This design comes from an exercise in tuning for small area on the open sky130 flow, not from production work.
At most, simulation tests tie the RTL to the original design; equivalence was not proved.
Power figures rest on the tool's default switching activity, not on a simulated workload.

==> nickel <==
==> flow/design.v (excerpt) <==
module eegFirFilter (
    input logic clk,
    input logic reset,
    input logic [12:0] sampleIn,
    output logic [30:0] filterOut
);
==> flow/config.mk <==
export PLATFORM = sky130hd
export DESIGN_NAME = eegFirFilter
export DESIGN_NICKNAME = eegFirFilter
export VERILOG_FILES = /design/flow/design.v
export SDC_FILE = /design/flow/constraint.sdc
export NUM_CORES = 4
export LEC_CHECK = 0
export ABC_AREA = 0
export CAP_MARGIN = 20
export CORE_MARGIN = 2
export CORE_UTILIZATION = 75
export CTS_BUF_LIST = sky130_fd_sc_hd__clkbuf_8
export CTS_CLUSTER_DIAMETER = 60
export CTS_CLUSTER_SIZE = 14
export PLACE_DENSITY = 0.85
export SLEW_MARGIN = 20
export SYNTH_HIERARCHICAL = 1
export SYNTH_MINIMUM_KEEP_SIZE = 0
==> flow/constraint.sdc <==
create_clock -name core_clock -period 6.0 [get_ports {clk}]
set_input_delay 1.2000 -clock core_clock [delete_from_list [all_inputs] [get_ports {clk}]]
set_output_delay 1.2000 -clock core_clock [all_outputs]
set_load 0.01 [all_outputs]
standard.sh (not shown) runs the stock make flow with config.mk's settings and CLKGATE_MAP_FILE= SYNTH_SCRIPT=/design/flow/synth_recipe.tcl, a recipe that flattens the netlist after the stock synthesis.
==> flow/flow/run.sh <==
#!/bin/bash
# Layout flow: the standard ORFS flow, with the port buffers made from the
# smallest buffer cell (every input and output port still gets its own buffer).
set -euo pipefail
bash standard.sh "BUFFER_PORTS_ARGS=-buffer_cell sky130_fd_sc_hd__buf_1" finish > standard_flow.log 2>&1
==> raven (differences from nickel) <==
--- a/flow/design.v
+++ b/flow/design.v
@@ -249,35 +249,16 @@
     assign sEn[8] = shiftEn[2];
     assign hEn[8] = holdEn[2];
     assign sEn[9] = shiftEn[2];
     assign hEn[9] = holdEn[2];
     assign sEn[10] = shiftEn[2];
     assign hEn[10] = holdEn[2];
     assign sEn[11] = shiftEn[2];
     assign hEn[11] = holdEn[2];
-    always_ff @(posedge clk) begin
-        w0 <= w0Next;
-        w1 <= w1Next;
-        w2 <= w2Next;
-        w3 <= w3Next;
-        w4 <= w4Next;
-        w5 <= w5Next;
-        w6 <= w6Next;
-        w7 <= w7Next;
-        w8 <= w8Next;
-        w9 <= w9Next;
-        w10 <= w10Next;
-        w11 <= w11Next;
-        w12 <= w12Next;
-        w13 <= w13Next;
-        w14 <= w14Next;
-        w15 <= w15Next;
-        w16 <= w16Next;
-    end
     logic [11:0] w0Next;
     for (genvar i = 0; i < 12; i++) begin : gW0
         firHold uH (.a(winIn[i]), .b(w0[i]), .s(sEn[i]), .h(hEn[i]), .y(w0Next[i]));
     end
     logic [11:0] w1Next;
     for (genvar i = 0; i < 12; i++) begin : gW1
         firHold uH (.a(w0[i]), .b(w1[i]), .s(sEn[i]), .h(hEn[i]), .y(w1Next[i]));
     end
@@ -337,16 +318,35 @@
     for (genvar i = 0; i < 12; i++) begin : gW15
         firHold uH (.a(w14[i]), .b(w15[i]), .s(sEn[i]), .h(hEn[i]), .y(w15Next[i]));
     end
     logic [11:0] w16Next;
     for (genvar i = 0; i < 12; i++) begin : gW16
         firHold uH (.a(w15[i]), .b(w16[i]), .s(sEn[i]), .h(hEn[i]), .y(w16Next[i]));
     end
     always_ff @(posedge clk) begin
+        w0 <= w0Next;
+        w1 <= w1Next;
+        w2 <= w2Next;
+        w3 <= w3Next;
+        w4 <= w4Next;
+        w5 <= w5Next;
+        w6 <= w6Next;
+        w7 <= w7Next;
+        w8 <= w8Next;
+        w9 <= w9Next;
+        w10 <= w10Next;
+        w11 <= w11Next;
+        w12 <= w12Next;
+        w13 <= w13Next;
+        w14 <= w14Next;
+        w15 <= w15Next;
+        w16 <= w16Next;
+    end
+    always_ff @(posedge clk) begin
         if (reset) outCount <= '0;
         else if (v3 && outCount != 5'd17) outCount <= outCount + 5'd1;
     end
     wire n1s, n1c;
     firHa u1 (.a(w0[0]), .b(w16[0]), .s(n1s), .co(n1c));
     wire n2s, n2c;
     firFa u2 (.a(w0[1]), .b(w16[1]), .c(n1c), .s(n2s), .co(n2c));
     wire n3s, n3c;
--- a/flow/config.mk
+++ b/flow/config.mk
@@ -5,14 +5,14 @@
 export SDC_FILE = /design/flow/constraint.sdc
 export NUM_CORES = 4
 export LEC_CHECK = 0
 export ABC_AREA = 0
 export CAP_MARGIN = 20
 export CORE_MARGIN = 2
 export CORE_UTILIZATION = 75
 export CTS_BUF_LIST = sky130_fd_sc_hd__clkbuf_8
-export CTS_CLUSTER_DIAMETER = 60
-export CTS_CLUSTER_SIZE = 14
+export CTS_CLUSTER_DIAMETER = 70
+export CTS_CLUSTER_SIZE = 16
 export PLACE_DENSITY = 0.85
 export SLEW_MARGIN = 20
 export SYNTH_HIERARCHICAL = 1
 export SYNTH_MINIMUM_KEEP_SIZE = 0
==> summary of the runs <==
Of raven and nickel, nickel has the higher count of clock-buffer cells in the layout (gap 5). Flip-flop and latch count is the same in raven and nickel. Between raven and nickel, the lower maximum frequency is in nickel (gap about 0.45%, measured against nickel). In sequential power, nickel and raven hardly differ. Between nickel and raven, the lower final cell count is in raven (gap 0.61%, measured against raven).
No run of this note included a check of the RTL's function; only the layout flow was run.

* * *

==> quartz <==
Another version of the RTL of eegFirFilter (not shown whole).
Settings: LEC_CHECK=0, ABC_AREA=0, CAP_MARGIN=10, CORE_MARGIN=2, CORE_UTILIZATION=75, CTS_BUF_LIST=sky130_fd_sc_hd__clkbuf_8, CTS_CLUSTER_DIAMETER=70, CTS_CLUSTER_SIZE=16, PLACE_DENSITY=0.85, SLEW_MARGIN=10, SYNTH_HIERARCHICAL=1, SYNTH_MINIMUM_KEEP_SIZE=0; clock period 6.0 ns.
Scripts as last shown in full above: flow/flow/run.sh
==> maple (differences from quartz) <==
Settings changed: CAP_MARGIN 10 to 20, CORE_UTILIZATION 75 to 85, PLACE_DENSITY 0.85 to 0.92, SLEW_MARGIN 10 to 20.
==> sierra (differences from quartz) <==
Settings changed: CAP_MARGIN 10 to 20, CTS_CLUSTER_DIAMETER 70 to 60, CTS_CLUSTER_SIZE 16 to 14, SETUP_SLACK_MARGIN set to 0.15, SLEW_MARGIN 10 to 20.
==> juniper (differences from quartz) <==
Settings changed: CAP_MARGIN 10 to 20, PLACE_DENSITY 0.85 to 0.75, SLEW_MARGIN 10 to 20.
==> results.txt <==
crit-path cells ha_1 > fa_1 > fa_1 > fa_1 > fa_1 > fa_1 > fa_1 > fa_1 > fa_1 > fa_1 > inv_1 > fa_1 > inv_1 > fa_1; Tot GR Track Use 0.290; met3 Use GR 0.0856; Final Cell Area 17,600 um2; Tmin final 5.87 ns; status no timing/DRC/antenna violations; cts bufs inserted 24; pre-CTS setup slack 0.152 ns; DR WL/cell 22.0 um; clock buffers 24
(the above is from juniper)
==> results.txt <==
crit-path cells ha_1 > fa_1 > fa_2 > fa_2 > inv_1 > fa_1 > fa_2 > fa_1 > inv_1 > fa_2 > fa_1 > inv_1 > fa_1 > fa_1; status no timing/DRC/antenna violations; DR WL/cell 22.3 um; pre-CTS setup slack 0.000290 ns; Tmin final 5.86 ns; cts bufs inserted 24; Final Cell Area 17,600 um2; Tot GR Track Use 0.295; Setup violations, final 0; clock buffers 24
(the above is from quartz)
==> results.txt <==
clock buffers 26; DR WL/cell 29.6 um; Tot GR Track Use 0.440; status no timing/DRC/antenna violations; Final Cell Area 17,600 um2; Tmin final 5.96 ns; pre-CTS setup slack 0.0380 ns; crit-path cells fa_1 > inv_1 > fa_1 > fa_1 > fa_1 > fa_1 > inv_1 > fa_1 > fa_1 > fa_1 > inv_1 > fa_1 > fa_1; cts bufs inserted 24
(the above is from maple)
==> results.txt <==
status no timing/DRC/antenna violations; Tot GR Track Use 0.299; pre-CTS setup slack 0.000290 ns; DR WL/cell 22.8 um; switching part of the total 0.300; crit-path cells ha_1 > fa_1 > fa_1 > fa_1 > fa_1 > fa_1 > fa_1 > fa_1 > fa_1 > fa_1 > inv_1 > fa_1 > inv_1 > fa_1; Synth area leader fa_1; Rows 54; sequential area share after synthesis 0.378; Tmin final 5.79 ns; CTS tree done; placed instance count 1,439; clock buffers 27; Port Buffer Count 45
(the above is from sierra)

* * *

==> run X: inputs <==
eegFirFilter again, from the RTL that the note above started with.
export LEC_CHECK = 0
export ABC_AREA = 0
export CAP_MARGIN = 20
export CORE_MARGIN = 2
export CORE_UTILIZATION = 75
export CTS_BUF_LIST = sky130_fd_sc_hd__clkbuf_8
export CTS_CLUSTER_DIAMETER = 60
export CTS_CLUSTER_SIZE = 14
export PLACE_DENSITY = 0.85
export SLEW_MARGIN = 20
export SYNTH_HIERARCHICAL = 1
export SYNTH_MINIMUM_KEEP_SIZE = 0
create_clock -name core_clock -period 6.0 [get_ports {clk}]
Scripts as last shown in full above: flow/flow/run.sh
==> run K (differences from run X) <==
--- a/flow/config.mk
+++ b/flow/config.mk
@@ -10,8 +10,9 @@
 export CORE_MARGIN = 2
 export CORE_UTILIZATION = 75
 export CTS_BUF_LIST = sky130_fd_sc_hd__clkbuf_8
-export CTS_CLUSTER_DIAMETER = 60
-export CTS_CLUSTER_SIZE = 14
+export CTS_CLUSTER_DIAMETER = 70
+export CTS_CLUSTER_SIZE = 16
+export GPL_TIMING_DRIVEN = 0
 export PLACE_DENSITY = 0.85
 export SLEW_MARGIN = 20
 export SYNTH_HIERARCHICAL = 1
==> run M (differences from run X) <==
--- a/flow/config.mk
+++ b/flow/config.mk
@@ -13,6 +13,7 @@
 export CTS_CLUSTER_DIAMETER = 60
 export CTS_CLUSTER_SIZE = 14
 export PLACE_DENSITY = 0.85
+export SETUP_SLACK_MARGIN = 0.05
 export SLEW_MARGIN = 20
 export SYNTH_HIERARCHICAL = 1
 export SYNTH_MINIMUM_KEEP_SIZE = 0
==> run C (differences from run X) <==
--- a/flow/config.mk
+++ b/flow/config.mk
@@ -10,8 +10,8 @@
 export CORE_MARGIN = 2
 export CORE_UTILIZATION = 75
 export CTS_BUF_LIST = sky130_fd_sc_hd__clkbuf_8
-export CTS_CLUSTER_DIAMETER = 60
-export CTS_CLUSTER_SIZE = 14
+export CTS_CLUSTER_DIAMETER = 70
+export CTS_CLUSTER_SIZE = 16
 export PLACE_DENSITY = 0.85
 export SLEW_MARGIN = 20
 export SYNTH_HIERARCHICAL = 1
==> flow_summary.toml <==
[finish]
sh_seq_area = 0.360
signal_buffers = 51

[drt]
route.met2.wl_um = 15000
via_per_inst = 6.08

[global_routing]
gr-usage-met1 = 0.455

[outcome]
outcome = "no timing/DRC/antenna violations"

[sta]
tightest_slew_ns = 0.874

[worst_setup_path]
path_buf_inv = 3
[end of results for run C]
==> flow_summary.toml <==
[finish]
signal_buffers = 52
sh_seq_area = 0.359

[drt]
via_per_inst = 6.05
route.met2.wl_um = 15100

[yosys]
synth_ff_type = "dfxtp_1"

[outcome]
outcome = "no timing/DRC/antenna violations"

[global_routing]
gr-usage-met1 = 0.448
[end of results for run X]
==> flow_summary.toml <==
[outcome]
outcome = "no timing/DRC/antenna violations"

[drt]
route.met2.wl_um = 16200
via_per_inst = 6.11

[global_routing]
gr-usage-met1 = 0.453

[sta]
tightest_slew_ns = 0.697

[finish]
sh_seq_area = 0.352
signal_buffers = 78

[worst_setup_path]
path_buf_inv = 2
[end of results for run K]
==> flow_summary.toml <==
[yosys]
yosys.area.top_type_share = 0.431

[global_routing]
gr-usage-met1 = 0.448

[drt]
via_per_inst = 6.07

[finish]
signal_buffers = 52

[sta]
tightest_slew_ns = 0.873

[outcome]
outcome = "no timing/DRC/antenna violations"
[end of results for run M]

## port drivers added, routing unchanged
The flow's constraints put no driver on any port. The routed layouts listed below were extracted and timed again, unchanged, in two steps.
Step 1: set_driving_cell puts a clkbuf_16 on clk and a buf_2 on each other input, an assumption about the parent block.
Step 2 moves the port delays by t, midway between the first and last clock arrival at a register: inputs arrive t later, outputs are due t later. That takes back most of the time a late clock gives input paths.
Three values: no drivers, after step 1, after step 2; two values: the first two.
run	t, ns	setup WS [ns]	worst setup path after step 2	worst register clock-pin slew, ns	pins driven straight from the clock port
nickel	0.612	0.080 / 0.080 / 0.080	register to register	0.09 / 0.09	1
raven	0.633	0.106 / 0.106 / 0.106	register to register	0.11 / 0.11	1
quartz	0.617	0.142 / 0.142 / 0.142	register to register	0.10 / 0.10	1
maple	0.645	0.037 / 0.037 / 0.037	register to register	0.12 / 0.12	1
sierra	0.611	0.213 / 0.213 / 0.213	register to register	0.09 / 0.09	1
juniper	0.627	0.131 / 0.131 / 0.131	register to register	0.10 / 0.10	1
run X	0.614	0.151 / 0.151 / 0.151	register to register	0.09 / 0.09	1
run K	0.623	0.101 / 0.101 / 0.101	register to register	0.11 / 0.11	1
run M	0.614	0.181 / 0.181 / 0.181	register to register	0.09 / 0.09	1
run C	0.617	0.142 / 0.142 / 0.142	register to register	0.10 / 0.10	1
After both steps setup and hold are still met in every run listed.
